From an optimization exercise on the open Yosys and OpenROAD flow, aimed at small area, a short achievable clock period and few clock cycles; shortcuts taken in it are not production practice.
Only simulation tests tie the RTL to the original design; equivalence was not proved.
Power is estimated from default activity; no workload was simulated.

==> flow/design.v (outline; a module is shown in full before it is edited, if it fits) <==
// module matmul_ctrl: 102 lines
// module matmul_addr_gen: 13 lines
// module matmul_mac: 1840 lines
// module matmul_top: 59 lines
module matmul_top (
	input  logic                   clk,
	input  logic                   reset_n,
	input  logic                   dut_valid,
	output logic                   dut_ready,
	output matmul_pkg::sram_addr_t input_read_address,
	input  matmul_pkg::sram_data_t input_read_data,
	output matmul_pkg::sram_addr_t weight_read_address,
	input  matmul_pkg::sram_data_t weight_read_data,
	output logic                   result_write_enable,
	output matmul_pkg::sram_addr_t result_write_address,
	output matmul_pkg::sram_data_t result_write_data
);
  // ...
==> flow/flow/run.sh <==
#!/bin/bash
set -euo pipefail
MARGIN=${MARGIN:-8.8}
bash standard.sh SETUP_SLACK_MARGIN=$MARGIN \
  "BUFFER_PORTS_ARGS=-buffer_cell sky130_fd_sc_hd__buf_2" finish > standard.log 2>&1
==> flow/standard.sh <==
#!/bin/bash
# synth_recipe.tcl (not shown) runs the flow's synth.tcl, then flattens the netlist and writes it again
# the make line also repeats each setting of config.mk as NAME=value (left out here)
make -C /OpenROAD-flow-scripts/flow DESIGN_CONFIG=/design/flow/config.mk WORK_HOME=/design/flow/orfs CLKGATE_MAP_FILE= SYNTH_SCRIPT=/design/flow/synth_recipe.tcl "${@:-finish}"
==> flow/config.mk <==
export PLATFORM = sky130hd
export DESIGN_NAME = matmul_top
export DESIGN_NICKNAME = matmul_top
export VERILOG_FILES = /design/flow/design.v
export SDC_FILE = /design/flow/constraint.sdc
export NUM_CORES = 4
export LEC_CHECK = 0
export CAP_MARGIN = 20
export CORE_MARGIN = 2
export CORE_UTILIZATION = 55
export CTS_CLUSTER_DIAMETER = 120
export CTS_CLUSTER_SIZE = 24
export SLEW_MARGIN = 20
==> flow/constraint.sdc <==
create_clock -name core_clock -period 12.0 [get_ports {clk}]
set_input_delay 2.4000 -clock core_clock [delete_from_list [all_inputs] [get_ports {clk}]]
set_output_delay 2.4000 -clock core_clock [all_outputs]
set_load 0.01 [all_outputs]
==> impl_metrics.json, run 1 <==
{
  "synth_xor_area_frac": 0.153,
  "hold_start": "u_mac.acc[5]$_DFF_P_",
  "p_per_area_mw_per_mm2": 259,
  "critPathMaxStageDelay_ps": 380,
  "switching_share": 0.416,
  "r2r.worst_path.cells": 16,
  "fillCellCount": 3774,
  "register_area_mm2": 0.00857,
  "synthCells": 2554,
  "regMostFlops": "u_mac.cut_q",
  "ys_types": 58,
  "p_total_mw": 7.61,
  "antenna_cells": 1,
  "place_area_mm2": 0.0264,
  "ys_warn_count": 4,
  "largest_reg_flops": 79,
  "hold_path_depth": 0,
  "max_freq_ghz": 0.289,
  "topRoutingLayerUsed": "met4",
  "cts_tree": "done",
  "synth_area_leaders": "dfxtp_1 25%, fa_1 18%, xor2_1 8.4%, a22oi_1 7.9%, edfxtp_1 7.6%",
  "critPathTopFamily": "flip-flops",
  "clk-power_mw": 0.717,
  "synthArstFlopShare": 0,
  "p_leak_nw": 12.5,
  "ios": 149,
  "cp.arrival_ps": 1070,
  "finalWorstSetupSlack_ps": 8530,
  "pre_cts_ws_ps": 8230,
  "post_cts_resized": 203,
  "grt_usage": 0.278,
  "ant_nets": 0,
  "timing.rr.start": "u_mac.cut_q[27]$_DFF_P_",
  "outcome": "finished clean",
  "peakVddDrop_mv": 0.463,
  "dp_cells": 3153
}
Testbench counts, summed over its fixed seeds: cycles 30,328.
==> run 2: changes to the inputs <==
--- a/flow/flow/run.sh
+++ b/flow/flow/run.sh
@@ -2,3 +2,3 @@
 set -euo pipefail
-MARGIN=${MARGIN:-8.8}
+MARGIN=${MARGIN:-8.6}
 bash standard.sh SETUP_SLACK_MARGIN=$MARGIN \
==> run 2 against run 1 <==
Effect of this change:
- still clean on timing, DRC and antenna
- sequential share of layout area is 1.1 points higher
- synthesized cell count stayed put
- register-to-register slack hardly changed
==> impl_metrics.json, run 2 <==
{
  "maxSlewViolCount": 0,
  "p_leak_nw": 12.0,
  "ys_types": 58,
  "hold_path_depth": 0,
  "yosys.area_share.simple": 0.0865,
  "seq_area_frac_synth": 0.328,
  "die_h_um": 219,
  "grt_start_max_net_pins": 99,
  "hold_start": "u_mac.acc[7]$_DFF_P_",
  "cts.sinks": 384,
  "viasPerCell": 5.61,
  "synth_fa_ha_area_frac": 0.219,
  "final.setup.tns_ps": 0,
  "drtPass1Iterations": 6,
  "cts-root-buf": "clkbuf_16",
  "finClkSkew_ps": 16.5,
  "critPathTopFamily": "flip-flops",
  "synthCells": 2554,
  "outcome": "finished clean",
  "wl_per_cell_um": 19.9,
  "period_share": 0.286,
  "min_to": "u_mac.sum[7]$_DFF_P_",
  "vias": 18200,
  "fin_nets": 3008,
  "setup_viol": 0,
  "ant_nets": 0,
  "final_cell_mix": "303 x inv_1, 266 x a22oi_1, 243 x xor2_1, 231 x fa_1, 217 x dfxtp_1",
  "overflow": 0,
  "rsz0062_at_grt": "true",
  "clk_path_buf_depth": 3,
  "path_class": "register to primary output",
  "cp_slowest_cell": "dfxtp_4",
  "final_hold_viol_count": 0,
  "r2r.worst_path.cells": 10,
  "critPathMaxStageDelay_ps": 370,
  "cts_inserted_buffers": 19,
  "path_buf_inv": 1,
  "synth.most_common_cell": "dfxtp_1",
  "fp.dieW_um": 219,
  "ios": 149,
  "htreeDepth": 1,
  "syn_area_per_cell_um2": 9.93,
  "antenna_found_initial": 2,
  "cp.arrival_ps": 1030,
  "synth_xor_area_frac": 0.153,
  "rows": 78,
  "crit_chain": "buf_6",
  "dp_hpwl_um": 45800,
  "p_per_area_mw_per_mm2": 254,
  "synth_edf_count": 64,
  "synth_top_flop_cell": "dfxtp_1",
  "rrSetupSlack_ps": 8650,
  "cts_tree": "done",
  "yosysTopAreaCellShare": 0.252,
  "largest_reg_flops": 79,
  "peakVddDrop_mv": 0.334,
  "synth.net_count": 2926,
  "worst_slew_pin_slew_ps": 1120,
  "combPwrFrac": 0.627,
  "endpoint_kind": "primary output",
  "fin_crit_ps": 3430,
  "regMostFlops": "u_mac.cut_q",
  "muxShareOfSynthArea": 0.00355,
  "drive_gt1_frac": 0.154,
  "worstSkewPairLatency_ps": 550,
  "r2r_end": "u_mac.cut_q[73]$_DFF_P_",
  "p_int_mw": 4.14,
  "cp-start-kind": "register",
  "hold_class": "register to register",
  "post-route-drc-count": 0,
  "p_clk_frac": 0.100,
  "area_delta_synth_final_pct": 10.8,
  "crit_path_max_fanout": 2,
  "grt_pass1_vias": 18600,
  "p_switching_mw": 3.00,
  "layout_commonest_cell": "inv_1",
  "core_area_mm2": 0.0455,
  "relSlewSlack": 0.249,
  "synth_top_family_by_area": "adder cells",
  "ys_warn_count": 4,
  "drt-initial-drc-count": 1489,
  "timing.rr.start": "u_mac.one_q[5]$_DFF_P_",
  "drv_cap": 0,
  "synth_area_leaders": "dfxtp_1 25%, fa_1 18%, xor2_1 8.4%, a22oi_1 7.9%, edfxtp_1 7.6%",
  "required_ps": 9600,
  "p_seq_frac": 0.273,
  "drt-total-wl_um": 64600,
  "gp_congestion": 0.876,
  "grt_usage": 0.271,
  "netlist_area_mm2": 0.0254,
  "clk_pin_slew_ps": 100,
  "switching_share": 0.420,
  "synth_top_cell_by_area": "dfxtp_1",
  "p_total_mw": 7.14,
  "synth_seq_cells": 384,
  "port_buffers": 148,
  "max_freq_ghz": 0.291,
  "synthTopCellsByCount": "320 x dfxtp_1, 304 x inv_1, 267 x a22oi_1, 243 x xor2_1, 233 x fa_1",
  "initial_core_util": 0.558,
  "synthArstFlopShare": 0,
  "die-area_mm2": 0.0479,
  "synth_compound_area_frac": 0.137,
  "grt_pass1_wl_um": 102000
}
run 2: changes by cell type in the layout (fill, tap and decap cells not counted), moves of 17 or more:
| cell | previous run | this run |
|---|---|---|
| a22oi_2 | 63 | 11 |
| dfxtp_2 | 71 | 88 |
| fa_1 | 208 | 231 |
| dfxtp_4 | 40 | 15 |
| fa_2 | 25 | 2 |
| a22oi_1 | 214 | 266 |
| buf_12 | 20 | 1 |
run 2: how the worst max path moves through the flow:
stage / start / endpoint / slack, ps / cells after the start
2_1_floorplan: f3$_SDFF_PN0_ / u_mac.acc_c[3]$_DFF_P_ / 8610 / 15
3_3_place_gp: u_mac.one_q[4]$_DFF_P_ / u_mac.cut_q[73]$_DFF_P_ / 8260 / 10
3_5_place_dp: u_mac.one_q[4]$_DFF_P_ / u_mac.cut_q[73]$_DFF_P_ / 8210 / 10
4_1_cts: result_write_enable$_SDFF_PN0_ / result_write_enable / 8530 / 1
5_1_grt: u_mac.one_q[5]$_DFF_P_ / u_mac.cut_q[73]$_DFF_P_ / 8530 / 10
6_report: result_write_enable$_SDFF_PN0_ / result_write_enable / 8570 / 1
run 2: cell families after synthesis:
kind of cell    after synthesis
mux                           9
xor+xnor                    442
fa+ha+maj                   305
compound gates              487
buf+inv                     485
flops                       384
simple gates                442
run 2: area by class of cell:
type	count	area, µm²
fill	3884	17400
multi-input combinational	1685	15300
sequential	384	8490
timing repair buffer	241	1930
inverter	305	1150
tap	600	751
clock buffer	28	509
clock inverter	1	8.76
antenna	2	5.00
run 2: stage by stage:
stage          worst slack, ps  cell area, µm²  cells   util  hold WS, ps
2_1_floorplan             8610           25400   2554      -          324
3_3_place_gp              8260           26400   3152  0.581          334
3_5_place_dp              8210           26400   3152  0.581          331
4_1_cts                   8530           27800   3228  0.611          352
5_1_grt                   8530           28100   3246  0.618          354
6_report                  8570           28100   3246  0.618          350
run 2: power groups by stage:
| stage | clock network (mW) | logic [mW] | registers [mW] |
|---|---|---|---|
| 3_5_place_dp | 0 | 4.22 | 1.96 |
| 3_3_place_gp | 0 | 4.10 | 1.96 |
| 5_1_grt | 0.780 | 5.17 | 1.99 |
| 4_1_cts | 0.738 | 4.37 | 1.94 |
| 6_report | 0.711 | 4.48 | 1.95 |
| 2_1_floorplan | 0 | 3.26 | 1.91 |
run 2: per-layer routing:
metal | global-route usage | up-vias | wire length (µm)
met2 | 0.454 | 597 | 30900
met4 | 0.0874 | 0 | 1980
met5 | 0 | - | 0
met1 | 0.371 | 8990 | 28200
met3 | 0.0290 | 102 | 3500
li1 | - | 8531 | -
run 2: repair_timing:
item	in CTS	in global routing
pin swaps	2	13
buffers inserted	46	16
endpoints found under the setup margin	142	134
cloned	1	0
hold buffers	0	0
gates resized for setup	145	68

## what the ideal ports hide
No port has a modelled driver above. Below, the same layouts with a new extraction and two added sets of constraints.
Step 1 sets driving cells, clkbuf_16 on the clock port and buf_2 on the other inputs (assumed; they add their load-dependent delay and slew).
Step 2 moves the port delays by t, midway between the first and last clock arrival at a register: inputs arrive t later, outputs are due t later. That takes back most of the time a late clock gives input paths.
a / b / c = no drivers / after step 1 / after step 2; a / b = the first two.
run	t, ns	setup slack, ns	worst hold slack (ns)	worst register clock-pin slew, ns	pins driven straight from the clock port
run 1	0.617	8.535 / 8.476 / 8.659	0.343 / 0.343 / 0.343	0.10 / 0.10	1
run 2	0.601	8.565 / 8.508 / 8.645	0.350 / 0.350 / 0.350	0.10 / 0.10	1
After both steps setup and hold are still met in every run listed.
